This design comes from an exercise in tuning for small area, a short achievable clock period and few clock cycles per item on the open sky130 flow, not from production work.
RTL that was checked went through simulation tests only; none was proved equivalent to the original.
Function not checked in run 1: the RTL went through the layout flow alone.
Power and IR drop assume default switching activity.

==> flow/design.v (outline; a module is shown in full before it is edited, if it fits) <==
// module conv_fa: 10 lines
// module conv_ha: 9 lines
// module conv_ao22: 9 lines
// module conv_aoi22: 9 lines
// module window_conv_engine: 2175 lines
module window_conv_engine #(
   parameter int PIXEL_WIDTH = 8,
   parameter int WINDOW      = 3,
   parameter int COEF_WIDTH  = 8,
   parameter int SHIFT       = 0,
   parameter int OUT_WIDTH   = 8,
   localparam int NTAPS      = WINDOW * WINDOW,
   localparam int AW         = (NTAPS > 1) ? $clog2(NTAPS) : 1
) (
   input  logic                                           clk,
   input  logic                                           rst_n,
   input  logic                                           win_valid,
   input  logic [WINDOW-1:0][WINDOW-1:0][PIXEL_WIDTH-1:0] window,
   output logic                                           win_ready,
   input  logic                                           coef_we,
   input  logic [AW-1:0]                                  coef_addr,
   input  logic [COEF_WIDTH-1:0]                          coef_data,
   output logic                                           out_valid,
   output logic [OUT_WIDTH-1:0]                           out_pixel,
   input  logic                                           out_ready
);
  // ...
==> flow/flow/run.sh <==
#!/bin/bash
# Layout flow: the standard synthesis and layout (standard.sh), unchanged except that the
# port buffers that global placement inserts on every input and output are buf_4 cells
# instead of the delay-type buffer ORFS picks by default.
set -euo pipefail
bash standard.sh synth > synth.log 2>&1
BUFFER_PORTS_ARGS="-buffer_cell sky130_fd_sc_hd__buf_4" bash standard.sh finish > layout.log 2>&1
==> flow/standard.sh <==
#!/bin/bash
# synth_recipe.tcl (not shown) runs the flow's synth.tcl, then flattens the netlist and writes it again
# the make line also repeats each setting of config.mk as NAME=value (left out here)
make -C /OpenROAD-flow-scripts/flow DESIGN_CONFIG=/design/flow/config.mk WORK_HOME=/design/flow/orfs CLKGATE_MAP_FILE= SYNTH_SCRIPT=/design/flow/synth_recipe.tcl "${@:-finish}"
==> flow/config.mk <==
export PLATFORM = sky130hd
export DESIGN_NAME = window_conv_engine
export DESIGN_NICKNAME = window_conv_engine
export VERILOG_FILES = /design/flow/design.v
export SDC_FILE = /design/flow/constraint.sdc
export NUM_CORES = 4
export LEC_CHECK = 0
export ABC_AREA = 0
export ABC_CLOCK_PERIOD_IN_PS = 2500
export CAP_MARGIN = 20
export CORE_MARGIN = 2
export CORE_UTILIZATION = 40
export SETUP_SLACK_MARGIN = 3.0
export SLEW_MARGIN = 20
export SYNTH_HIERARCHICAL = 1
export SYNTH_MINIMUM_KEEP_SIZE = 0
==> flow/constraint.sdc <==
create_clock -name core_clock -period 5.5 [get_ports {clk}]
set_input_delay 1.1000 -clock core_clock [delete_from_list [all_inputs] [get_ports {clk}]]
set_output_delay 1.1000 -clock core_clock [all_outputs]
set_load 0.01 [all_outputs]
==> flow_summary.yaml, run 1 <==
clocking:
  h-tree-depth: 2
  holdBufCountCts: 0
  cts.sinks: 432
  clk_path_buf_depth: 3
outcome:
  status: "complete, no violations"
synth:
  yosys_warnings: 7
  synth-edff-count: 48
  syn_area_per_cell_um2: 12.6
  synth_ff_type: "dfxtp_1"
  synth_top_cell_by_area: "dfxtp_1"
finish:
  fillerInstances: 5871
  signal_buffers: 109
  largest_class: "multi-input gates"
  top_regs: "st1 (144), coef_q (72), st2 (67)"
  drive_gt1_share_pct: 14.8
  regMostFlops: "st1"
  clock_buffer_count: 67
  multiInputGateArea_um2: 16900
  largest_register_ffs: 144
sta:
  hold_violations: 0
  slew_viol_final: 0
  tightestPinTransition_ns: 1.05
  holdWs_ns: 0.324
  worst_slack_ns: 3.02
min_path:
  hold_start: "st2[66]"
power_and_ir_drop:
  power_combinational_mw: 1.79
setup_path:
  cp_max_fo: 9
  path_cells: "ha_1, a22o_1, fa_1, fa_1"
  critPathSlowestCell: "fa_1"
  critical_path_required_ns: 5.94
  endpoint_kind: "register"
  r2r-end: "st1[143]"
routing:
  wl_met1_um: 34400
  met3_length_um: 4560
  wl_met2_um: 37900
  top_layer: "met4"
floorplanning:
  fp.dieH_um: 261
  die_area_um2: 67900
  rows: 94
  n_tap_cell: 864
place:
  dp.cells: 2993
  dpl_cell_area_um2: 28100
global_routing:
  grt_overflow: 0
  grt_max_degree: 95
==> inputs of run 2 (changes only) <==
--- a/flow/design.v
+++ b/flow/design.v
@@ -100,17 +100,17 @@
    assign out_valid = out_valid_q;
    assign out_pixel = out_pixel_q;
    assign acc = win_valid & win_ready_q;
    assign deq = out_valid_q & out_ready;
    assign occ_d = occ_q + acc - deq;
    always_ff @(posedge clk or negedge rst_n) begin
       if (!rst_n) begin
          occ_q       <= '0;
-         win_ready_q <= 1'b1;
+         win_ready_q <= 1'b0;    
          vld_q       <= '0;
       end else begin
          occ_q       <= occ_d;
          win_ready_q <= (occ_d < CAP);
          vld_q       <= {vld_q[3:1], acc};
       end
    end
    logic q_0_0_0;
==> flow/config.mk (replaced) <==
export PLATFORM = sky130hd
export DESIGN_NAME = window_conv_engine
export DESIGN_NICKNAME = window_conv_engine
export VERILOG_FILES = /design/flow/design.v
export SDC_FILE = /design/flow/constraint.sdc
export NUM_CORES = 4
export LEC_CHECK = 0
export ABC_AREA = 0
export ABC_CLOCK_PERIOD_IN_PS = 2500
export CAP_MARGIN = 20
export CORE_MARGIN = 2
export CORE_UTILIZATION = 65
export SETUP_SLACK_MARGIN = 3.2
export SLEW_MARGIN = 20
export SYNTH_HIERARCHICAL = 1
export SYNTH_MINIMUM_KEEP_SIZE = 0
==> run 2 against run 1 <==
  * Total power is 2.4% higher
  * Critical path depth is 5 higher
  * Clock-buffer cell count is 3 lower
  * Cell area is 2.8% higher
  * Highest routed layer unchanged
  * Wire length is 7.1% higher
  * Via count is 9.4% higher
  * Die area is 38% lower
  * Final cell count is 8.4% lower
  * Global-route usage is 17 points higher
==> flow_summary.yaml, run 2 <==
outcome:
  status: "complete, no violations"
routing:
  viasPerCell: 6.50
  final_antenna_net_count: 0
  vias: 18388
  drt-total-wl_um: 85000
  drtIter0Drc: 2124
  drtPass1Iterations: 7
  drc: 0
  wire_per_inst_um: 30.1
finish:
  top_regs: "st1 (144), coef_q (72), st2 (67)"
  fillerInstances: 2449
  layout_commonest_cell: "a22o_1"
  design_area_um2: 30900
  regMostFlops: "st1"
  final_util_pct: 77.5
  ff_latch_area_um2: 9380
  antennaDiodeCount: 0
  layout_common_cells: "a22o_1, dfxtp_1, fa_1"
  largest_register_ffs: 144
  drive_gt1_share_pct: 22.3
  multiInputGateArea_um2: 17500
  syn_to_final_growth_pct: 17.1
  final_net_count: 2777
sta:
  finalSetupViolations: 0
  slew_viol_final: 0
  tns_ns: 0
  slew-limit-headroom_pct: 31.3
  fin_worst_skew_ns: 0.0302
  rsz0062_at_grt: "yes"
  finalCriticalPeriod_ns: 2.36
  tightestPinTransition_ns: 1.03
  finalCritPeriodShare_pct: 42.9
  fmax_mhz: 423
  hold_violations: 0
setup_path:
  worst_setup_path_start_kind: "register"
  critPathTopFamily: "compound AO/OA/AOI/OAI gates"
  worst-setup-path-type: "reg -> reg"
  cp.arrival_ns: 2.83
  path_cells: "ha_4, ha_4, nand3_4, a221oi_4, buf_6, o21ba_4, o21ai_0, a2111oi_4, nand3_2"
  crit_top_cell: "ha_4"
  critical_path_required_ns: 5.97
  critPathSlowestCell: "a2111oi_4"
  path_buf_inv: 1
  critPathMaxStageDelay_ns: 0.40
  endpoint_kind: "register"
  cp_max_fo: 3
global_routing:
  gr-max-usage-layer: "met2"
  grt.total_usage_pct: 40.6
  met1_usage_pct: 52.5
  met3_usage_pct: 9.28
  grt_pass1_vias: 18774
  grt_pass1_wl_um: 121000
  grt_overflow: 0
  antenna_found_initial: 1
  grt_max_degree: 95
  met2_usage_pct: 64.5
synth:
  synthTopCellsByArea: "dfxtp_1, fa_1, a22o_1"
  synth_top_family_by_area: "adder cells"
  synth.cells.most_frequent: "dfxtp_1, fa_1, a22o_1"
  synth_top_cell_by_area: "dfxtp_1"
  syn-num-nets: 2609
  synth_seq_cells: 432
  synth_top_area_share_pct: 27.5
  yosys_warnings: 7
  synth-edff-count: 48
  syn_area_per_cell_um2: 12.6
  syn_area_um2: 26300
  post_synth_and_or_nand_nor_area_fraction_pct: 5.97
  synth_ff_type: "dfxtp_1"
  synth-async-reset-ratio_pct: 5.09
  synthDistinctLibCells: 64
  synth_xor_area_share_pct: 9.91
  synth_mux_area_share_pct: 3.04
  synthAdderAreaFrac_pct: 30.4
  synth_compound_area_share_pct: 13.7
  seq_area_frac_synth_pct: 35.1
  netlist_instances: 2098
power_and_ir_drop:
  internal_power_mw: 6.25
  power_frac_clock_pct: 34.9
  power_frac_seq_pct: 41.6
  comb_power_share_pct: 23.5
  leakage_nw: 14.4
  power.density_nw_per_um2: 294
  switching_share_pct: 31.2
  power.switching_mw: 2.83
  total_power_mw: 9.08
  ir_drop_mv: 0.271
floorplanning:
  pin_count: 99
  fp.dieH_um: 205
  fp.coreArea_um2: 39800
  die_area_um2: 42200
  die_w_um: 205
  rows: 73
  start_util_pct: 66.1
clocking:
  holdBufCountCts: 0
  clockRootBuffer: "clkbuf_16"
  worstSkewPairLatency_ns: 0.61
  cts_tree: "yes"
  clk_path_buf_depth: 3
  h-tree-depth: 2
  cts.sinks: 432
  clk_pin_slew_worst_paths_ns: 0.07
  cts_made_buffers: 45
place:
  dp_hpwl_um: 63800
  dpl_cell_area_um2: 27800
  place_congestion: 1.02
  io_buffers: 98
min_path:
  hp-class: "reg -> reg"
run:
  maxCapViolCount: 0
==> run 2: changes by cell type in the layout (fill, tap and decap cells not counted), sizes merged <==
cell      before  now
clkinv         9   10
dfrtp         19   20
clkinvlp       1    5
diode          1    0
inv           67   61
bufinv         4    3
dfstp          3    2
clkbuf        67   64
buf          109  192
o21ai         37   39
==> run 2: cell families (layout without fill, tap and decap cells) <==
family,count (synthesis),after routing
XOR/XNOR,298,298
adder cells (fa/ha/maj),422,422
AND/OR/NAND/NOR,302,302
buffers and inverters,133,335
flip-flops,432,432
AO/OA/AOI/OAI,432,434
multiplexers,79,79
==> run 2: worst paths after layout <==
kind	startpoint	to	slack (ns)	depth (start not counted)
max	st3[0]	big_q	3.14	9
min	st2[0]	st3[0]	0.33	0
max reg2reg	st3[0]	big_q	3.14	9
min reg2reg	st2[0]	st3[0]	0.33	0
max in group asynchronous	rst_n	wp_q[1]	4.22	1
min in group asynchronous	rst_n	rp_q[2]	0.66	1
==> run 2: timing repair <==
action / in CTS / in global routing
pin swaps: 5 / 15
cloned: 0 / 2
buffers inserted: 43 / 48
resized for setup: 167 / 66
setup endpoints to repair: 170 / 68
==> run 2: power by group through the flow <==
| stage | combinational, mW | sequential [mW] | clock, mW |
|---|---|---|---|
| final | 2.14 | 3.78 | 3.17 |
| after floorplan | 1.26 | 3.73 | 0 |
| after global placement | 1.77 | 3.80 | 0 |
| after CTS | 1.99 | 3.75 | 3.17 |
| after detailed placement | 1.87 | 3.82 | 0 |
| after global routing | 2.30 | 3.79 | 3.29 |
==> run 2: cell type report <==
| class | instances | share of cell area [%] |
|---|---|---|
| multi-input cells | 1535 | 56.9 |
| inverters | 60 | 0.754 |
| well taps | 525 | 2.13 |
| clock inverters | 19 | 0.783 |
| repair buffers | 192 | 4.84 |
| flip-flops and latches | 432 | 30.4 |
| clock buffers | 64 | 4.21 |
==> run 2: Yosys stat by module (local to each module, per instance) <==
module	cells inside	area (µm²)	copies in the design	flip-flops and latches
window_conv_engine	1406	16200	1	432
conv_ao22	1	8.76	324	0
conv_fa	1	20.0	360	0
conv_ha	1	12.5	8	0
==> run 2: per-layer routing <==
layer / wire length, µm / vias to the layer above
li1: - / 7665
met1: 32000 / 9357
met2: 39500 / 1089
met3: 8370 / 277
met4: 5090 / 0
met5: 0 / -
==> run 2: per-stage QoR <==
stage / hold slack [ns] / setup slack, ns / std cells
3_3_place_gp: 0.313 / 2.34 / 2650
3_5_place_dp: 0.313 / 2.25 / 2651
5_1_grt: 0.328 / 3.05 / 2827
4_1_cts: 0.327 / 3.18 / 2777
6_report: 0.328 / 3.14 / 2827
2_1_floorplan: 0.310 / 2.93 / 2098
Testbench counts of run 2, summed over its fixed seeds: cycles 8,328, items 8,000.
==> inputs of run 3 (changes only) <==
--- a/flow/config.mk
+++ b/flow/config.mk
@@ -9,8 +9,8 @@
 export ABC_CLOCK_PERIOD_IN_PS = 2500
 export CAP_MARGIN = 20
 export CORE_MARGIN = 2
-export CORE_UTILIZATION = 65
-export SETUP_SLACK_MARGIN = 3.2
+export CORE_UTILIZATION = 55
+export SETUP_SLACK_MARGIN = 3.35
 export SLEW_MARGIN = 20
 export SYNTH_HIERARCHICAL = 1
 export SYNTH_MINIMUM_KEEP_SIZE = 0
==> run 3 against run 2 <==
  * First-iteration DRC count fell by 26%
  * Die area rose by 18%
  * Cell area increased by 7.7%
  * Hold slack worse by 0.0019 ns
  * Worst setup slack gained 0.036 ns
  * Synthesized area unchanged
  * Flip-flop and latch count is the same
  * Clock-buffer cell count is 2 lower
  * Highest routed layer unchanged
==> flow_summary.yaml, run 3 <==
sta:
  worst_slack_ns: 3.17
  slew-limit-headroom_pct: 45.8
  holdWs_ns: 0.326
  finalCritPeriodShare_pct: 42.3
  hold_violations: 0
  finalCriticalPeriod_ns: 2.33
  fmax_mhz: 430
  fin_worst_skew_ns: 0.0214
  tightestPinTransition_ns: 0.813
  tns_ns: 0
  finalSetupViolations: 0
  rsz0062_at_grt: "yes"
  slew_viol_final: 0
routing:
  drtIter0Drc: 1569
  viasPerCell: 6.01
  drtPass1Iterations: 6
  drc: 0
  wire_per_inst_um: 28.2
  drt-total-wl_um: 83600
  final_antenna_net_count: 0
  vias: 17789
finish:
  fillerInstances: 3281
  final_net_count: 2819
  final_util_pct: 69.9
  largest_register_ffs: 144
  layout_common_cells: "a22o_1, dfxtp_1, fa_1"
  regMostFlops: "st1"
  multiInputGateArea_um2: 18900
  ff_latch_area_um2: 9430
  top_regs: "st1 (144), coef_q (72), st2 (67)"
  drive_gt1_share_pct: 31.7
  layout_commonest_cell: "a22o_1"
  design_area_um2: 33200
  layoutNonFillerInstCount: 2959
  syn_to_final_growth_pct: 26.2
place:
  dp_hpwl_um: 64300
  dpl_cell_area_um2: 28000
  place_congestion: 0.973
  dp.cells: 2745
  place_ws_ns: 2.32
  io_buffers: 98
global_routing:
  grt_overflow: 0
  grt_pass1_wl_um: 118000
  grt.total_usage_pct: 33.4
  grt_max_degree: 79
  antenna_found_initial: 1
  grt_pass1_vias: 18290
synth:
  synth_top_cell_by_area: "dfxtp_1"
  synthDistinctLibCells: 64
  yosys_warnings: 7
  synth_seq_cells: 432
  seq_area_frac_synth_pct: 35.1
  synth-async-reset-ratio_pct: 5.09
  synth-edff-count: 48
  synth.cells.most_frequent: "dfxtp_1, fa_1, a22o_1"
  synth_ff_type: "dfxtp_1"
  syn-num-nets: 2609
  synth_top_area_share_pct: 27.5
  netlist_instances: 2098
  syn_area_um2: 26300
  syn_area_per_cell_um2: 12.6
  synthTopCellsByArea: "dfxtp_1, fa_1, a22o_1"
power_and_ir_drop:
  power.density_nw_per_um2: 270
  leakage_nw: 14.9
  total_power_mw: 8.98
  ir_drop_mv: 0.253
floorplanning:
  fp.coreArea_um2: 47500
  die_area_um2: 49700
  rows: 80
  die_w_um: 223
  start_util_pct: 55.4
  fp.dieH_um: 223
  pin_count: 99
clocking:
  clk_path_buf_depth: 3
  worstSkewPairLatency_ns: 0.61
  holdBufCountCts: 0
  h-tree-depth: 2
  cts.sinks: 432
  cts_made_buffers: 47
  clk_pin_slew_worst_paths_ns: 0.06
  clockRootBuffer: "clkbuf_16"
  cts_tree: "yes"
setup_path:
  worst_setup_path_start_kind: "register"
  cp.arrival_ns: 2.81
  endpoint_kind: "register"
  critical_path_required_ns: 5.99
  worst-setup-path-type: "reg -> reg"
  cp_max_fo: 7
outcome:
  status: "complete, no violations"
min_path:
  hp-class: "reg -> reg"
run:
  maxCapViolCount: 0
-- run 3: cell counts after synthesis --
No cell type changed its count.
-- run 3: routing by layer --
metal | routed length, µm | vias to the layer above | global-route usage [%]
met5 | 0 | - | 0
met4 | 3260 | 0 | 12.6
met3 | 6900 | 150 | 8.17
met2 | 38500 | 767 | 52.3
met1 | 34900 | 9147 | 45.4
li1 | - | 7725 | -
-- run 3: worst max-delay path, cell delays in order (launching register included) --
cell and delay [ns]:
dfxtp_4 0.38, buf_12 0.16, buf_4 0.16, xor2_4 0.19, a22o_4 0.28, fa_2 0.58
fa_2 0.45
-- run 3: what timing repair did --
| action | in CTS | in global routing |
|---|---|---|
| setup endpoints to repair | 193 | 110 |
| pin swaps | 110 | 131 |
| gates cloned | 4 | 12 |
| resized for setup | 376 | 206 |
| endpoints found under the hold margin | 0 | 0 |
| buffers inserted | 79 | 34 |
-- run 3: worst paths after layout --
check	from	slack [ns]	end	depth (start not counted)
max	coef_q[65]	3.17	st1[3]	6
min	st2[66]	0.33	st3[35]	0
max reg2reg	coef_q[65]	3.17	st1[3]	6
min reg2reg	st2[66]	0.33	st3[35]	0
max in group asynchronous	rst_n	4.18	occ_q[1]	2
min in group asynchronous	rst_n	0.35	wp_q[3]	1
-- run 3: modules after synthesis, one instance, submodules excluded --
module	flip-flops and latches	cells
conv_fa	0	1
conv_ao22	0	1
window_conv_engine	432	1406
conv_ha	0	1
-- run 3: area by class of cell --
class	instances	share of cell area (%)
Antenna cell	1	0.00753
Clock buffer	62	3.98
Clock inverter	22	0.677
Inverter	60	0.723
Multi-Input combinational cell	1546	56.9
Sequential cell	432	28.4
Tap cell	615	2.31
Timing Repair Buffer	221	6.99
-- run 3: logic make-up (layout without fill, tap and decap cells) --
family                   count (synthesis)  after routing  synth area share [%]
AO/OA/AOI/OAI                          432            443                  13.7
AND/OR/NAND/NOR                        302            304                  5.97
XOR/XNOR                               298            298                  9.91
adder cells (fa/ha/maj)                422            422                  30.4
flip-flops                             432            432                  35.1
buffers and inverters                  133            365                  1.92
multiplexers                            79             79                  3.04
other                                    0              1                     0
-- run 3: power breakdown --
group          internal [mW]  total, mW  switching, mW
clock network           1.76       3.11           1.35
logic                  0.958       2.12           1.16
registers               3.54       3.75          0.216
total                   6.26       8.98           2.72
==> inputs of run 4 (changes only) <==
--- a/flow/config.mk
+++ b/flow/config.mk
@@ -10,7 +10,8 @@
 export CAP_MARGIN = 20
 export CORE_MARGIN = 2
 export CORE_UTILIZATION = 55
-export SETUP_SLACK_MARGIN = 3.35
+export SETUP_SLACK_MARGIN = 3.2
 export SLEW_MARGIN = 20
 export SYNTH_HIERARCHICAL = 1
 export SYNTH_MINIMUM_KEEP_SIZE = 0
+export TNS_END_PERCENT = 10
==> run 4 against run 3 <==
  * Largest power group unchanged
  * Sequential power barely moved
  * Combinational power fell by 9.9%
  * Largest cell class unchanged
  * Clock skew fell by 0.0019 ns
  * Core utilization fell by 5.9 points
  * Still clean
  * Worst setup slack got worse by 0.0090 ns
  * Flip-flop and latch count did not move
  * Clock power rose by about 10%
  * Clock-buffer cell count fell by 1
==> flow_summary.yaml, run 4 <==
outcome:
  status: "complete, no violations"
finish:
  fillerInstances: 3696
  multiInputGateArea_um2: 17100
  syn_to_final_growth_pct: 15.6
  final_net_count: 2744
  layoutNonFillerInstCount: 2886
  layout_common_cells: "fa_1, a22o_1, dfxtp_1"
  design_area_um2: 30500
  antennaDiodeCount: 0
  layout_commonest_cell: "fa_1"
  ff_latch_area_um2: 9360
  largest_register_ffs: 144
  regMostFlops: "st1"
  drive_gt1_share_pct: 18.1
  top_regs: "st1 (144), coef_q (72), st2 (67)"
synth:
  yosys_warnings: 7
  synth.cells.most_frequent: "dfxtp_1, fa_1, a22o_1"
  syn_area_per_cell_um2: 12.6
  synth-edff-count: 48
  synth-async-reset-ratio_pct: 5.09
  synthTopCellsByArea: "dfxtp_1, fa_1, a22o_1"
  synth_ff_type: "dfxtp_1"
  synthDistinctLibCells: 64
  syn-num-nets: 2609
  seq_area_frac_synth_pct: 35.1
  synth_seq_cells: 432
  netlist_instances: 2098
  synth_top_area_share_pct: 27.5
  synth_top_cell_by_area: "dfxtp_1"
  syn_area_um2: 26300
clocking:
  cts_tree: "yes"
  clk_pin_slew_worst_paths_ns: 0.06
  clk_path_buf_depth: 3
  cts_made_buffers: 46
  clockRootBuffer: "clkbuf_16"
  h-tree-depth: 2
  worstSkewPairLatency_ns: 0.61
  cts.sinks: 432
  holdBufCountCts: 0
place:
  io_buffers: 98
  dp.cells: 2744
  dpl_cell_area_um2: 27700
  dp_hpwl_um: 64400
  place_congestion: 0.962
sta:
  slew-limit-headroom_pct: 55.0
  rsz0062_at_grt: "yes"
  fin_worst_skew_ns: 0.0195
  slew_viol_final: 0
  finalCritPeriodShare_pct: 42.4
  fmax_mhz: 428
  finalCriticalPeriod_ns: 2.33
  tightestPinTransition_ns: 0.673
  hold_violations: 0
  tns_ns: 0
  finalSetupViolations: 0
floorplanning:
  pin_count: 99
  fp.dieH_um: 223
  start_util_pct: 55.4
  fp.coreArea_um2: 47500
  die_w_um: 223
  die_area_um2: 49700
  rows: 80
routing:
  drc: 0
  viasPerCell: 6.01
  vias: 17331
  final_antenna_net_count: 0
  drtPass1Iterations: 5
  wire_per_inst_um: 27.6
  drtIter0Drc: 1721
  drt-total-wl_um: 79800
power_and_ir_drop:
  leakage_nw: 14.4
  power.density_nw_per_um2: 297
  switching_share_pct: 29.7
  ir_drop_mv: 0.267
  power_frac_seq_pct: 41.2
  internal_power_mw: 6.37
  power_frac_clock_pct: 37.7
  comb_power_share_pct: 21.1
  power.switching_mw: 2.69
run:
  maxCapViolCount: 0
global_routing:
  grt_pass1_vias: 17446
  grt.total_usage_pct: 32.6
  antenna_found_initial: 3
  grt_overflow: 0
  grt_max_degree: 49
  grt_pass1_wl_um: 116000
setup_path:
  worst_setup_path_start_kind: "register"
  critPathMaxStageDelay_ns: 0.70
  path_cells: "ha_2, a22o_1, fa_1, fa_1"
  critPathSlowestCell: "fa_1"
  cp.arrival_ns: 2.81
  r2r_cells: 4
  worst-setup-path-type: "reg -> reg"
  cp_max_fo: 10
  crit_top_cell: "fa_1"
  critical_path_required_ns: 5.97
  endpoint_kind: "register"
min_path:
  min_delay_path_depth: 0
  hp-class: "reg -> reg"
run 4: worst max-delay path, delay by kind of cell, from the launching register on:
family / cells / cell delay [ns]
flip-flops: 1 / 0.43
AO/OA/AOI/OAI: 1 / 0.30
adder cells (fa/ha/maj): 3 / 1.48
run 4: logic make-up after synthesis:
group	Yosys count	share of synthesized area (%)
AO/OA/AOI/OAI	432	13.7
XOR/XNOR	298	9.91
adder cells (fa/ha/maj)	422	30.4
buffers and inverters	133	1.92
flip-flops	432	35.1
multiplexers	79	3.04
AND/OR/NAND/NOR	302	5.97
run 4: layout make-up:
type	instances	share of cell area, %
clock buffers	61	4.51
clock inverters	25	1.09
inverters	60	0.756
multi-input cells	1533	56.2
flip-flops and latches	432	30.7
well taps	615	2.53
repair buffers	160	4.20
run 4: layer usage:
layer	GRT usage, %	wire length (µm)	vias up
met5	0	0	-
met4	9.81	2610	0
met3	4.55	5410	121
met2	51.4	36700	627
met1	47.1	35000	8972
li1	-	-	7611
run 4: worst paths after layout:
kind | start | to | slack, ns
worst max-delay path | coef_q[49] | st1[94] | 3.17
worst min-delay path | st2[3] | st3[3] | 0.33
worst max register to register | coef_q[49] | st1[94] | 3.17
worst min register to register | st2[3] | st3[3] | 0.33
max in group asynchronous | rst_n | out_valid_q | 4.53
min in group asynchronous | rst_n | occ_q[1] | 0.53
run 4: power groups by stage:
stage	Clock, mW	Combinational (mW)	Sequential (mW)
finish	3.42	1.91	3.73
global placement	0	1.74	3.80
detailed placement	0	1.79	3.81
global route	3.57	2.11	3.76
CTS	3.46	1.85	3.73
floorplan	0	1.24	3.73
run 4: stage by stage:
step / power, mW / worst slack, ns / utilization [%] / hold WS, ns
finish: 9.06 / 3.17 / 64.1 / 0.326
floorplan: 4.97 / 2.92 / - / 0.310
CTS: 9.04 / 3.15 / 63.4 / 0.326
global placement: 5.54 / 2.40 / 58.2 / 0.310
global route: 9.45 / 3.14 / 64.1 / 0.333
detailed placement: 5.61 / 2.37 / 58.2 / 0.312
run 4: what timing repair did:
item                                    in CTS  in global routing
endpoints found under the setup margin     169                 85
resized for setup                          161                 50
pin swaps                                    7                  5
setup buffers                               41                 15
run 4: modules after synthesis (local to each module, per instance):
module	copies in the design	cell area [µm²]
window_conv_engine	1	16200
conv_ao22	324	8.76
conv_ha	8	12.5
conv_fa	360	20.0
==> inputs of run 5 (changes only) <==
--- a/flow/config.mk
+++ b/flow/config.mk
@@ -14,4 +14,4 @@
 export SLEW_MARGIN = 20
 export SYNTH_HIERARCHICAL = 1
 export SYNTH_MINIMUM_KEEP_SIZE = 0
-export TNS_END_PERCENT = 10
+export TNS_END_PERCENT = 40
==> run 5 against run 4 <==
  * Highest routed layer unchanged
  * First-iteration DRC count decreased by 9.1%
  * Total power fell by 2.9%
  * Final cell count down 0.17%
  * Non-clock buffer count down 1
  * Hold slack worse by 0.00089 ns
  * Sequential power hardly changed
  * Via count down 1.3%
  * Still clean on timing, DRC and antenna
  * Critical endpoint is now big_q
  * Critical path depth rose by 3
  * Clock-buffer cell count is 6 higher
  * Core utilization increased by 0.087 points
  * Combinational power about the same
==> flow_summary.yaml, run 5 <==
synth:
  synth.cells.most_frequent: "dfxtp_1, fa_1, a22o_1"
  synthDistinctLibCells: 64
  synth-edff-count: 48
  syn-num-nets: 2609
  syn_area_per_cell_um2: 12.6
  seq_area_frac_synth_pct: 35.1
  synth_ff_type: "dfxtp_1"
  synthTopCellsByArea: "dfxtp_1, fa_1, a22o_1"
  synth_top_area_share_pct: 27.5
  syn_area_um2: 26300
  netlist_instances: 2098
  synth_top_cell_by_area: "dfxtp_1"
  synth-async-reset-ratio_pct: 5.09
  synth_seq_cells: 432
  yosys_warnings: 7
global_routing:
  grt_pass1_wl_um: 116000
  antenna_found_initial: 0
  grt.total_usage_pct: 32.7
  grt_max_degree: 65
  grt_pass1_vias: 17863
  grt_overflow: 0
finish:
  top_regs: "st1 (144), coef_q (72), st2 (67)"
  largest_register_ffs: 144
  antennaDiodeCount: 0
  drive_gt1_share_pct: 17.7
  syn_to_final_growth_pct: 15.8
  layoutNonFillerInstCount: 2881
  layout_common_cells: "fa_1, dfxtp_1, a22o_1"
  final_net_count: 2744
  final_util_pct: 64.1
  fillerInstances: 3714
  regMostFlops: "st1"
  layout_commonest_cell: "fa_1"
sta:
  slew-limit-headroom_pct: 50.4
  holdWs_ns: 0.325
  tightestPinTransition_ns: 0.742
  hold_violations: 0
  slew_viol_final: 0
  fmax_mhz: 430
  fin_worst_skew_ns: 0.0246
  finalCritPeriodShare_pct: 42.3
  rsz0062_at_grt: "yes"
  finalSetupViolations: 0
  tns_ns: 0
  finalCriticalPeriod_ns: 2.33
  worst_slack_ns: 3.17
setup_path:
  reg2reg_from: "st3[14]"
  critPathSlowestCell: "ha_2"
  r2r-end: "big_q"
  worst_setup_path_start_kind: "register"
  critPathMaxStageDelay_ns: 0.34
  worst-setup-path-type: "reg -> reg"
  path_cells: "ha_2, a21o_1, a31oi_2, a21boi_4, mux2_4, a2111oi_4, nand3_2"
  r2r_cells: 7
  r2r_slack_ns: 3.17
  endpoint_kind: "register"
  cp_max_fo: 10
  critical_path_required_ns: 5.96
  cp.arrival_ns: 2.79
place:
  place_congestion: 0.926
  io_buffers: 98
  place_ws_ns: 2.38
  dp_hpwl_um: 63900
  dp.cells: 2747
routing:
  vias: 17111
  final_antenna_net_count: 0
  wire_per_inst_um: 27.6
  drc: 0
  drt-total-wl_um: 79400
  viasPerCell: 5.94
  drtIter0Drc: 1565
  drtPass1Iterations: 5
outcome:
  status: "complete, no violations"
power_and_ir_drop:
  comb_power_share_pct: 21.5
  power_frac_clock_pct: 36.1
  power_frac_seq_pct: 42.4
  power.density_nw_per_um2: 288
  internal_power_mw: 6.20
  switching_share_pct: 29.5
  power.switching_mw: 2.59
  leakage_nw: 14.3
  ir_drop_mv: 0.260
clocking:
  cts_made_buffers: 47
  clockRootBuffer: "clkbuf_16"
  cts_tree: "yes"
  clk_pin_slew_worst_paths_ns: 0.06
  cts.sinks: 432
  worstSkewPairLatency_ns: 0.60
  clk_path_buf_depth: 3
  h-tree-depth: 2
floorplanning:
  die_w_um: 223
  start_util_pct: 55.4
  fp.coreArea_um2: 47500
  fp.dieH_um: 223
  rows: 80
  die_area_um2: 49700
  pin_count: 99
min_path:
  whs_endpoint: "st3[2]"
  min_delay_path_depth: 0
  hp-class: "reg -> reg"
  hold_start: "st2[2]"
run:
  maxCapViolCount: 0
run 5: layout make-up:
class / count / area [µm²] / area share (%)
clock buffers: 67 / 1350 / 4.43
multi-input cells: 1533 / 17200 / 56.5
flip-flops and latches: 432 / 9360 / 30.7
clock inverters: 15 / 225 / 0.738
inverters: 60 / 234 / 0.767
repair buffers: 159 / 1330 / 4.37
well taps: 615 / 769 / 2.52
run 5: critical path: cells and delay by family, from the launching register on:
kind / cells / cell delay [ns]
compound gates: 4 / 1.05
flops: 1 / 0.30
fa+ha+maj: 1 / 0.34
simple gates: 1 / 0.16
mux: 1 / 0.34
run 5: per-module statistics from Yosys, one instance, submodules excluded:
module              cell area [µm²]  copies in the design
conv_ao22                      8.76                   324
window_conv_engine            16200                     1
conv_ha                        12.5                     8
conv_fa                        20.0                   360
run 5: cells by family after synthesis:
family                     Yosys count  synth area share (%)
and+or+nand+nor                    302                  5.97
adders and majority gates          422                  30.4
buffers and inverters              133                  1.92
muxes                               79                  3.04
AOI/OAI and AO/OA                  432                  13.7
DFF                                432                  35.1
xor gates and xnor gates           298                  9.91
run 5: what timing repair did:
item	CTS	global route
setup buffers	39	13
endpoints found under the setup margin	177	74
hold buffers	0	0
pin swaps	8	16
gates resized for setup	164	70
run 5: worst max path at each step:
stage               startpoint        to
CTS                     st3[1]     big_q
global placement    coef_q[69]  st1[139]
finish                 st3[14]     big_q
floorplan           window[33]   st1[15]
global route            st3[6]     big_q
detailed placement   coef_q[5]  st1[139]
run 5: layer usage:
layer	up-vias	wire [µm]	global-route usage (%)
met2	560	37400	52.9
met3	100	5490	6.03
met4	0	2200	9.61
met1	8848	34300	45.2
li1	7603	-	-
met5	-	0	0
run 5: stage by stage:
step	instance area [µm²]	total power, mW
final	30500	8.79
after global routing	30500	9.22
after CTS	30000	8.82
after detailed placement	27700	5.61
after global placement	27700	5.55
after floorplan	26400	4.97
run 5: power by group through the flow:
stage / registers [mW] / clock network (mW) / logic, mW
6_report: 3.73 / 3.18 / 1.89
5_1_grt: 3.76 / 3.38 / 2.09
4_1_cts: 3.73 / 3.24 / 1.85
3_5_place_dp: 3.81 / 0 / 1.79
3_3_place_gp: 3.80 / 0 / 1.75
2_1_floorplan: 3.73 / 0 / 1.24
==> inputs of run 6 (changes only) <==
--- a/flow/config.mk
+++ b/flow/config.mk
@@ -14,4 +14,3 @@
 export SLEW_MARGIN = 20
 export SYNTH_HIERARCHICAL = 1
 export SYNTH_MINIMUM_KEEP_SIZE = 0
-export TNS_END_PERCENT = 40
==> run 6 against run 5 <==
  * Core utilization grew 0.81 points
  * Wire length up 1.1%
  * Critical path depth shrank 2
  * Total power is 2.5% higher
  * Register-to-register slack improved by 0.05 ns
  * Still clean
  * Largest cell class unchanged
  * Final cell count rose by 0.83%
  * Maximum frequency rose by 1.6%
  * Worst setup slack improved by 0.036 ns
  * Non-clock buffer count increased by 18
  * Synthesized cell count unchanged
  * Cell area rose by 1.3%
==> flow_summary.yaml, run 6 <==
sta:
  tns_ns: 0
  fmax_mhz: 436
  finalSetupViolations: 0
  hold_violations: 0
  tightestPinTransition_ns: 0.735
  slew-limit-headroom_pct: 50.9
  holdWs_ns: 0.327
  rsz0062_at_grt: "yes"
  fin_worst_skew_ns: 0.0367
  finalCriticalPeriod_ns: 2.29
  finalCritPeriodShare_pct: 41.7
  slew_viol_final: 0
clocking:
  clk_pin_slew_worst_paths_ns: 0.06
  clockRootBuffer: "clkbuf_16"
  holdBufCountCts: 0
  clk_path_buf_depth: 3
  worstSkewPairLatency_ns: 0.62
  cts_made_buffers: 47
  cts_tree: "yes"
  h-tree-depth: 2
  cts.sinks: 432
floorplanning:
  fp.coreArea_um2: 47500
  rows: 80
  pin_count: 99
  die_area_um2: 49700
  fp.dieH_um: 223
  start_util_pct: 55.4
  die_w_um: 223
min_path:
  whs_endpoint: "st3[0]"
  hp-class: "reg -> reg"
  hold_start: "st2[0]"
  min_delay_path_depth: 0
setup_path:
  reg2reg_from: "coef_q[25]"
  cp_max_fo: 4
  worst-setup-path-type: "in -> reg"
  endpoint_kind: "register"
  critical_path_required_ns: 5.98
  r2r_cells: 5
  worstSetupStartpoint: "window[32]"
  r2r_slack_ns: 3.22
  r2r-end: "st1[14]"
  worst_setup_path_start_kind: "input port"
  cp.arrival_ns: 2.77
routing:
  final_antenna_net_count: 0
  drt-total-wl_um: 80300
  drtIter0Drc: 1751
  wire_per_inst_um: 27.6
  drtPass1Iterations: 5
  viasPerCell: 5.88
  drc: 0
  vias: 17070
synth:
  synth_ff_type: "dfxtp_1"
  netlist_instances: 2098
  synth_top_cell_by_area: "dfxtp_1"
  seq_area_frac_synth_pct: 35.1
  syn-num-nets: 2609
  yosys_warnings: 7
  synthTopCellsByArea: "dfxtp_1, fa_1, a22o_1"
  synth.cells.most_frequent: "dfxtp_1, fa_1, a22o_1"
  syn_area_per_cell_um2: 12.6
  synth-async-reset-ratio_pct: 5.09
  synthDistinctLibCells: 64
  synth_seq_cells: 432
  synth-edff-count: 48
  syn_area_um2: 26300
  synth_top_area_share_pct: 27.5
place:
  place_congestion: 1.01
  io_buffers: 98
  dp_hpwl_um: 64800
finish:
  layout_commonest_cell: "a22o_1"
  final_net_count: 2763
  syn_to_final_growth_pct: 17.3
  layout_common_cells: "a22o_1, dfxtp_1, fa_1"
  drive_gt1_share_pct: 22.1
  regMostFlops: "st1"
  antennaDiodeCount: 0
  largest_register_ffs: 144
  top_regs: "st1 (144), coef_q (72), st2 (67)"
power_and_ir_drop:
  switching_share_pct: 29.8
  power.switching_mw: 2.69
  leakage_nw: 14.4
  comb_power_share_pct: 21.4
  power.density_nw_per_um2: 292
  power_frac_seq_pct: 41.4
  ir_drop_mv: 0.237
  internal_power_mw: 6.32
  power_frac_clock_pct: 37.2
  total_power_mw: 9.01
run:
  maxCapViolCount: 0
global_routing:
  grt.total_usage_pct: 32.6
  grt_overflow: 0
  grt_max_degree: 75
  antenna_found_initial: 0
  grt_pass1_wl_um: 115000
  grt_pass1_vias: 17388
outcome:
  status: "complete, no violations"
-- run 6: worst max-delay path by stage --
stage	end	slack [ns]	cells after the start
4_1_cts	st1[48]	3.20	4
2_1_floorplan	st1[78]	2.93	4
3_5_place_dp	st1[134]	2.32	5
6_report	st1[8]	3.21	5
3_3_place_gp	st1[134]	2.35	5
5_1_grt	big_q	3.15	8
-- run 6: cell families after synthesis --
group	Yosys count	synth area share, %
adder cells (fa/ha/maj)	422	30.4
buffers and inverters	133	1.92
multiplexers	79	3.04
XOR/XNOR	298	9.91
flip-flops	432	35.1
AND/OR/NAND/NOR	302	5.97
AO/OA/AOI/OAI	432	13.7
-- run 6: layout make-up --
class | count | area [µm²]
tap | 615 | 769
fill | 3625 | 16700
clock buffer | 61 | 1350
multi-input combinational | 1534 | 17400
clock inverter | 26 | 337
inverter | 60 | 230
sequential | 432 | 9380
timing repair buffer | 177 | 1400
-- run 6: metal layers --
| layer | share of wire (%) | GRT usage, % |
|---|---|---|
| met1 | 44 | 45.1 |
| met2 | 46 | 51.5 |
| met3 | 7.2 | 7.76 |
| met4 | 2.7 | 9.63 |
| met5 | 0 | 0 |
-- run 6: per-module statistics from Yosys (local to each module, per instance) --
module	area, µm²	times used
conv_ao22	8.76	324
conv_ha	12.5	8
conv_fa	20.0	360
window_conv_engine	16200	1
-- run 6: repair_timing --
action | 4_1_cts | 5_1_grt
gates resized for setup | 167 | 57
pin swaps | 2 | 8
hold endpoints to repair | 0 | 0
setup buffers | 46 | 25
gates cloned | 0 | 1
setup endpoints to repair | 172 | 57
-- run 6: through the flow --
step / area, µm² / setup slack, ns / instances / utilization (%)
4_1_cts: 30500 / 3.20 / 2879 / 64.1
3_3_place_gp: 28000 / 2.35 / 2746 / 58.8
5_1_grt: 30900 / 3.15 / 2905 / 65.0
6_report: 30900 / 3.21 / 2905 / 65.0
2_1_floorplan: 26700 / 2.93 / 2098 / -
3_5_place_dp: 28000 / 2.32 / 2746 / 58.8
-- run 6: worst max-delay path, cell delays in order --
cell,delay (ns)
buf_4,0.15
xor2_1,0.16
a22o_1,0.26
fa_2,0.66
fa_2,0.44
-- run 6: power by group through the flow --
stage | Combinational, mW | Clock, mW | Sequential [mW]
CTS | 1.89 | 3.40 | 3.73
global route | 2.13 | 3.52 | 3.76
detailed placement | 1.82 | 0 | 3.81
floorplan | 1.26 | 0 | 3.73
finish | 1.93 | 3.35 | 3.73
global placement | 1.76 | 0 | 3.80
==> inputs of run 7 (changes only) <==
--- a/flow/config.mk
+++ b/flow/config.mk
@@ -10,6 +10,7 @@
 export CAP_MARGIN = 20
 export CORE_MARGIN = 2
 export CORE_UTILIZATION = 55
+export CTS_CLUSTER_SIZE = 50
 export SETUP_SLACK_MARGIN = 3.2
 export SLEW_MARGIN = 20
 export SYNTH_HIERARCHICAL = 1
==> run 7 against run 6 <==
  * Sequential power hardly changed
  * Global-route usage stayed put
  * Worst setup slack stayed put
  * Critical path type unchanged
==> flow_summary.yaml, run 7 <==
outcome:
  status: "complete, no violations"
clocking:
  cts.sinks: 432
  cts_made_buffers: 47
  h-tree-depth: 2
  worstSkewPairLatency_ns: 0.62
  clk_pin_slew_worst_paths_ns: 0.06
  clockRootBuffer: "clkbuf_16"
  clk_path_buf_depth: 3
  cts_tree: "yes"
synth:
  synth.cells.most_frequent: "dfxtp_1, fa_1, a22o_1"
  synth-async-reset-ratio_pct: 5.09
  syn_area_per_cell_um2: 12.6
  syn-num-nets: 2609
  synth_top_cell_by_area: "dfxtp_1"
  synth_seq_cells: 432
  synthTopCellsByArea: "dfxtp_1, fa_1, a22o_1"
  synth_top_area_share_pct: 27.5
  synth_ff_type: "dfxtp_1"
  yosys_warnings: 7
  synthDistinctLibCells: 64
  syn_area_um2: 26300
  netlist_instances: 2098
  synth-edff-count: 48
  seq_area_frac_synth_pct: 35.1
place:
  place_congestion: 1.01
  io_buffers: 98
  dp_hpwl_um: 64800
finish:
  largest_register_ffs: 144
  top_regs: "st1 (144), coef_q (72), st2 (67)"
  regMostFlops: "st1"
  fillerInstances: 3625
  final_util_pct: 65.0
  ff_latch_area_um2: 9380
  final_net_count: 2763
  layout_commonest_cell: "a22o_1"
  layout_common_cells: "a22o_1, dfxtp_1, fa_1"
  drive_gt1_share_pct: 22.1
  syn_to_final_growth_pct: 17.3
  antennaDiodeCount: 0
  multiInputGateArea_um2: 17400
sta:
  fmax_mhz: 436
  finalCriticalPeriod_ns: 2.29
  finalCritPeriodShare_pct: 41.7
  finalSetupViolations: 0
  tns_ns: 0
  tightestPinTransition_ns: 0.735
  rsz0062_at_grt: "yes"
  fin_worst_skew_ns: 0.0367
  slew-limit-headroom_pct: 50.9
  slew_viol_final: 0
  hold_violations: 0
  holdWs_ns: 0.327
setup_path:
  crit_top_cell: "fa_2"
  cp_max_fo: 4
  reg2reg_from: "coef_q[25]"
  endpoint_kind: "register"
  worst-setup-path-type: "in -> reg"
  cp.arrival_ns: 2.77
  worstSetupStartpoint: "window[32]"
  critPathSlowestCell: "fa_2"
  worstSetupEndpoint: "st1[8]"
  path_depth: 5
  critPathMaxStageDelay_ns: 0.66
  worst_setup_path_start_kind: "input port"
  path_buf_inv: 1
  path_cells: "buf_4, xor2_1, a22o_1, fa_2, fa_2"
  r2r_slack_ns: 3.22
  critical_path_required_ns: 5.98
  r2r_cells: 5
  critPathTopFamily: "adder cells"
  r2r-end: "st1[14]"
routing:
  drtPass1Iterations: 5
  drtIter0Drc: 1751
  viasPerCell: 5.88
  vias: 17070
  wire_per_inst_um: 27.6
  drt-total-wl_um: 80300
  final_antenna_net_count: 0
  drc: 0
floorplanning:
  die_w_um: 223
  die_area_um2: 49700
  start_util_pct: 55.4
  fp.dieH_um: 223
  fp.coreArea_um2: 47500
  pin_count: 99
  rows: 80
power_and_ir_drop:
  ir_drop_mv: 0.237
  leakage_nw: 14.4
  power.density_nw_per_um2: 292
min_path:
  hp-class: "reg -> reg"
  hold_start: "st2[0]"
global_routing:
  grt_overflow: 0
  grt_pass1_vias: 17388
  grt_max_degree: 75
  grt.total_usage_pct: 32.6
  antenna_found_initial: 0
  grt_pass1_wl_um: 115000
run:
  maxCapViolCount: 0
run 7: cell counts after synthesis:
No cell type changed its count.
run 7: metrics by stage:
step | cells | total power, mW | cell area (µm²) | setup slack, ns
floorplan | 2098 | 4.99 | 26700 | 2.93
CTS | 2879 | 9.02 | 30500 | 3.20
global route | 2905 | 9.41 | 30900 | 3.15
finish | 2905 | 9.01 | 30900 | 3.21
global placement | 2746 | 5.56 | 28000 | 2.35
detailed placement | 2746 | 5.63 | 28000 | 2.32
run 7: cell type report:
type | instances | share of cell area, %
clock buffer | 61 | 4.38
clock inverter | 26 | 1.09
inverter | 60 | 0.745
multi-input combinational | 1534 | 56.4
sequential | 432 | 30.4
tap | 615 | 2.49
timing repair buffer | 177 | 4.53
run 7: routing by layer:
layer,vias up,routed length (µm),global-route usage (%)
li1,7644,-,-
met1,8744,35200,45.1
met2,586,37100,51.5
met3,96,5760,7.76
met4,0,2200,9.63
met5,-,0,0
run 7: where the power goes:
part / switching (mW) / total, mW / internal (mW)
clock network: 1.39 / 3.35 / 1.96
registers: 0.197 / 3.73 / 3.53
logic: 1.10 / 1.93 / 0.826
total: 2.69 / 9.01 / 6.32
run 7: cells by family after synthesis:
group | synth area share (%)
compound gates | 13.7
flops | 35.1
fa+ha+maj | 30.4
simple gates | 5.97
xor+xnor | 9.91
buf+inv | 1.92
mux | 3.04
run 7: per-module statistics from Yosys, one instance, submodules excluded:
module              cell area (µm²)  copies in the design
conv_ao22                      8.76                   324
conv_ha                        12.5                     8
conv_fa                        20.0                   360
window_conv_engine            16200                     1
run 7: how the worst min path moves through the flow:
stage | to | depth (start not counted)
floorplan | st2[0] | 0
global placement | st3[1] | 0
global route | st3[2] | 0
CTS | st3[0] | 0
detailed placement | st3[0] | 0
finish | st3[0] | 0
run 7: what timing repair did:
action                                  4_1_cts  5_1_grt
hold buffers                                  0        0
endpoints found under the setup margin      172       57
pin swaps                                     2        8
gates resized for setup                     167       57
setup buffers                                46       25
cloned                                        0        1
==> inputs of run 8 (changes only) <==
--- a/flow/config.mk
+++ b/flow/config.mk
@@ -10,7 +10,8 @@
 export CAP_MARGIN = 20
 export CORE_MARGIN = 2
 export CORE_UTILIZATION = 55
-export CTS_CLUSTER_SIZE = 50
+export CTS_BUF_LIST = sky130_fd_sc_hd__clkbuf_4 sky130_fd_sc_hd__clkbuf_8
+export CTS_CLUSTER_SIZE = 40
 export SETUP_SLACK_MARGIN = 3.2
 export SLEW_MARGIN = 20
 export SYNTH_HIERARCHICAL = 1
==> run 8 against run 7 <==
  * Global-route usage grew 0.25 points
  * Hold slack lost 0.0061 ns
  * Non-clock buffer count grew 5
  * Clock-buffer cell count up 50
  * Combinational power about the same
  * First-iteration DRC count is 0.11% lower
  * Flip-flop and latch count stayed put
  * Core utilization decreased by 0.15 points
  * Largest cell class unchanged
==> flow_summary.yaml, run 8 <==
outcome:
  status: "complete, no violations"
synth:
  netlist_instances: 2098
  synthDistinctLibCells: 64
  post_synth_and_or_nand_nor_area_fraction_pct: 5.97
  yosys_warnings: 7
  synth-async-reset-ratio_pct: 5.09
  syn_area_um2: 26300
  synth_compound_area_share_pct: 13.7
  synth_mux_area_share_pct: 3.04
  synth.cells.most_frequent: "dfxtp_1, fa_1, a22o_1"
  syn_area_per_cell_um2: 12.6
  synth-edff-count: 48
  seq_area_frac_synth_pct: 35.1
  synthTopCellsByArea: "dfxtp_1, fa_1, a22o_1"
  synth_top_family_by_area: "adder cells"
  syn-num-nets: 2609
  synth_ff_type: "dfxtp_1"
  synth_seq_cells: 432
  synth_xor_area_share_pct: 9.91
  synthAdderAreaFrac_pct: 30.4
  synth_top_cell_by_area: "dfxtp_1"
  synth_top_area_share_pct: 27.5
sta:
  slew-limit-headroom_pct: 41.6
  finalCriticalPeriod_ns: 2.33
  worst_slack_ns: 3.17
  finalSetupViolations: 0
  hold_violations: 0
  fmax_mhz: 429
  slew_viol_final: 0
  holdWs_ns: 0.321
  rsz0062_at_grt: "yes"
  fin_worst_skew_ns: 0.0373
  finalCritPeriodShare_pct: 42.4
  tns_ns: 0
  tightestPinTransition_ns: 0.872
routing:
  drtPass1Iterations: 5
  drt-total-wl_um: 80200
  final_antenna_net_count: 0
  viasPerCell: 5.87
  drtIter0Drc: 1749
  drc: 0
  wire_per_inst_um: 27.1
  vias: 17337
clocking:
  holdBufCountCts: 0
  cts_tree: "yes"
  clockRootBuffer: "clkbuf_8"
  cts.sinks: 432
  cts_made_buffers: 74
  h-tree-depth: 3
  worstSkewPairLatency_ns: 0.68
  clk_pin_slew_worst_paths_ns: 0.06
  clk_path_buf_depth: 3
power_and_ir_drop:
  ir_drop_mv: 0.188
  total_power_mw: 8.71
  leakage_nw: 14.5
  power.density_nw_per_um2: 283
setup_path:
  reg2reg_from: "st3[14]"
  r2r_slack_ns: 3.17
  r2r_cells: 7
  critical_path_required_ns: 6.03
  endpoint_kind: "register"
  worst-setup-path-type: "reg -> reg"
  r2r-end: "big_q"
  cp_max_fo: 10
  cp.arrival_ns: 2.87
  worst_setup_path_start_kind: "register"
  worstSetupEndpoint: "big_q"
  worstSetupStartpoint: "st3[14]"
finish:
  final_net_count: 2795
  drive_gt1_share_pct: 23.9
  largest_register_ffs: 144
  syn_to_final_growth_pct: 17.0
  regMostFlops: "st1"
  top_regs: "st1 (144), coef_q (72), st2 (67)"
  layout_commonest_cell: "a22o_1"
  final_util_pct: 64.8
  antennaDiodeCount: 0
  layout_common_cells: "a22o_1, dfxtp_1, fa_1"
place:
  place_ws_ns: 2.32
  dp_hpwl_um: 64800
  place_congestion: 1.01
  io_buffers: 98
floorplanning:
  fp.dieH_um: 223
  rows: 80
  fp.coreArea_um2: 47500
  start_util_pct: 55.4
  pin_count: 99
  die_area_um2: 49700
  die_w_um: 223
min_path:
  hp-class: "in -> async"
run:
  maxCapViolCount: 0
global_routing:
  grt_max_degree: 75
  grt_pass1_wl_um: 116000
  antenna_found_initial: 1
  grt_pass1_vias: 17567
  grt.total_usage_pct: 32.9
  grt_overflow: 0
[run 8: cell counts after synthesis]
Identical to the previous run, type by type.
[run 8: routing by layer]
metal / track usage, % / share of wire [%]
met1: 46.7 / 44
met2: 51.5 / 46
met3: 6.51 / 6.7
met4: 9.70 / 3.2
met5: 0 / 0.015
[run 8: worst min path at each step]
stage,startpoint,endpoint,cells after the start
final,rst_n,bcnt_q[0],1
after global routing,rst_n,bcnt_q[0],1
after CTS,rst_n,bcnt_q[0],1
after detailed placement,st2[0],st3[0],0
after global placement,st2[1],st3[1],0
after floorplan,st1[0],st2[0],0
[run 8: metrics by stage]
stage	area, µm²	instances
floorplan	26700	2098
global placement	28000	2746
detailed placement	28000	2746
CTS	30400	2930
global route	30800	2956
finish	30800	2956
[run 8: final cells by class]
class / instances / area [µm²]
multi-input combinational: 1534 / 17400
fill: 3654 / 16700
sequential: 432 / 9380
timing repair buffer: 182 / 1470
clock buffer: 111 / 1390
tap: 615 / 769
inverter: 60 / 230
clock inverter: 22 / 200
[run 8: cells by family (layout without fill, tap and decap cells)]
kind of cell,count (synthesis),after routing
flops,432,432
compound gates,432,433
xor+xnor,298,298
buf+inv,133,375
mux,79,79
fa+ha+maj,422,422
simple gates,302,302
[run 8: modules after synthesis, one instance, submodules excluded]
module / flops+latches / cells inside / times used / area (µm²)
window_conv_engine: 432 / 1406 / 1 / 16200
conv_fa: 0 / 1 / 360 / 20.0
conv_ha: 0 / 1 / 8 / 12.5
conv_ao22: 0 / 1 / 324 / 8.76
[run 8: report_power, final]
| part | internal (mW) | total [mW] | switching (mW) |
|---|---|---|---|
| clock network | 1.70 | 3.08 | 1.38 |
| logic | 0.817 | 1.91 | 1.09 |
| registers | 3.54 | 3.73 | 0.193 |
[run 8: what timing repair did]
| item | 4_1_cts | 5_1_grt |
|---|---|---|
| pin swaps | 4 | 10 |
| cloned | 0 | 1 |
| resized for setup | 178 | 49 |
| setup endpoints to repair | 181 | 64 |
| setup buffers | 51 | 25 |
[run 8: worst max-delay path: stages, from the launching register on]
cell and delay (ns):
dfxtp_1 0.30, ha_2 0.35, a21o_1 0.21, a31oi_2 0.26
a21boi_4 0.25, mux2_4 0.34, a2111oi_4 0.33, nand3_2 0.16

## port drivers added, routing unchanged
How much do the figures lean on ideal ports? The routed layouts below were timed once more, with nothing changed but the port constraints.
Step 1 assumes that a clkbuf_16 drives the clock port and a buf_2 every other input.
Step 2 times the ports against the registers' clock, not the clock port: input delays grow and output delays shrink by t, the midpoint of the rising clock arrivals with the driver on.
Slacks: ideal / step 1 / step 2; pairs: ideal / step 1.
run	shift t [ns]	slack for setup (ns)	hold WS [ns]	worst setup path after step 2	clock arrival spread, ns
run 1	0.658	3.018 / 3.018 / 2.527	0.324 / 0.324 / 0.324	input to register	0.046 / 0.046
run 2	0.655	3.138 / 3.138 / 2.533	0.328 / 0.328 / 0.328	input to register	0.032 / 0.032
run 3	0.665	3.175 / 3.175 / 2.588	0.326 / 0.316 / 0.326	input to register	0.023 / 0.022
run 4	0.657	3.166 / 3.166 / 2.546	0.326 / 0.326 / 0.326	input to register	0.020 / 0.021
run 5	0.651	3.173 / 3.173 / 2.564	0.325 / 0.325 / 0.325	input to register	0.025 / 0.025
run 6	0.659	3.209 / 3.195 / 2.578	0.327 / 0.327 / 0.327	input to register	0.038 / 0.038
run 7	0.659	3.209 / 3.195 / 2.578	0.327 / 0.327 / 0.327	input to register	0.038 / 0.038
run 8	0.714	3.167 / 3.149 / 2.556	0.321 / 0.289 / 0.326	input to register	0.040 / 0.039
After both steps every run listed still meets setup and hold.
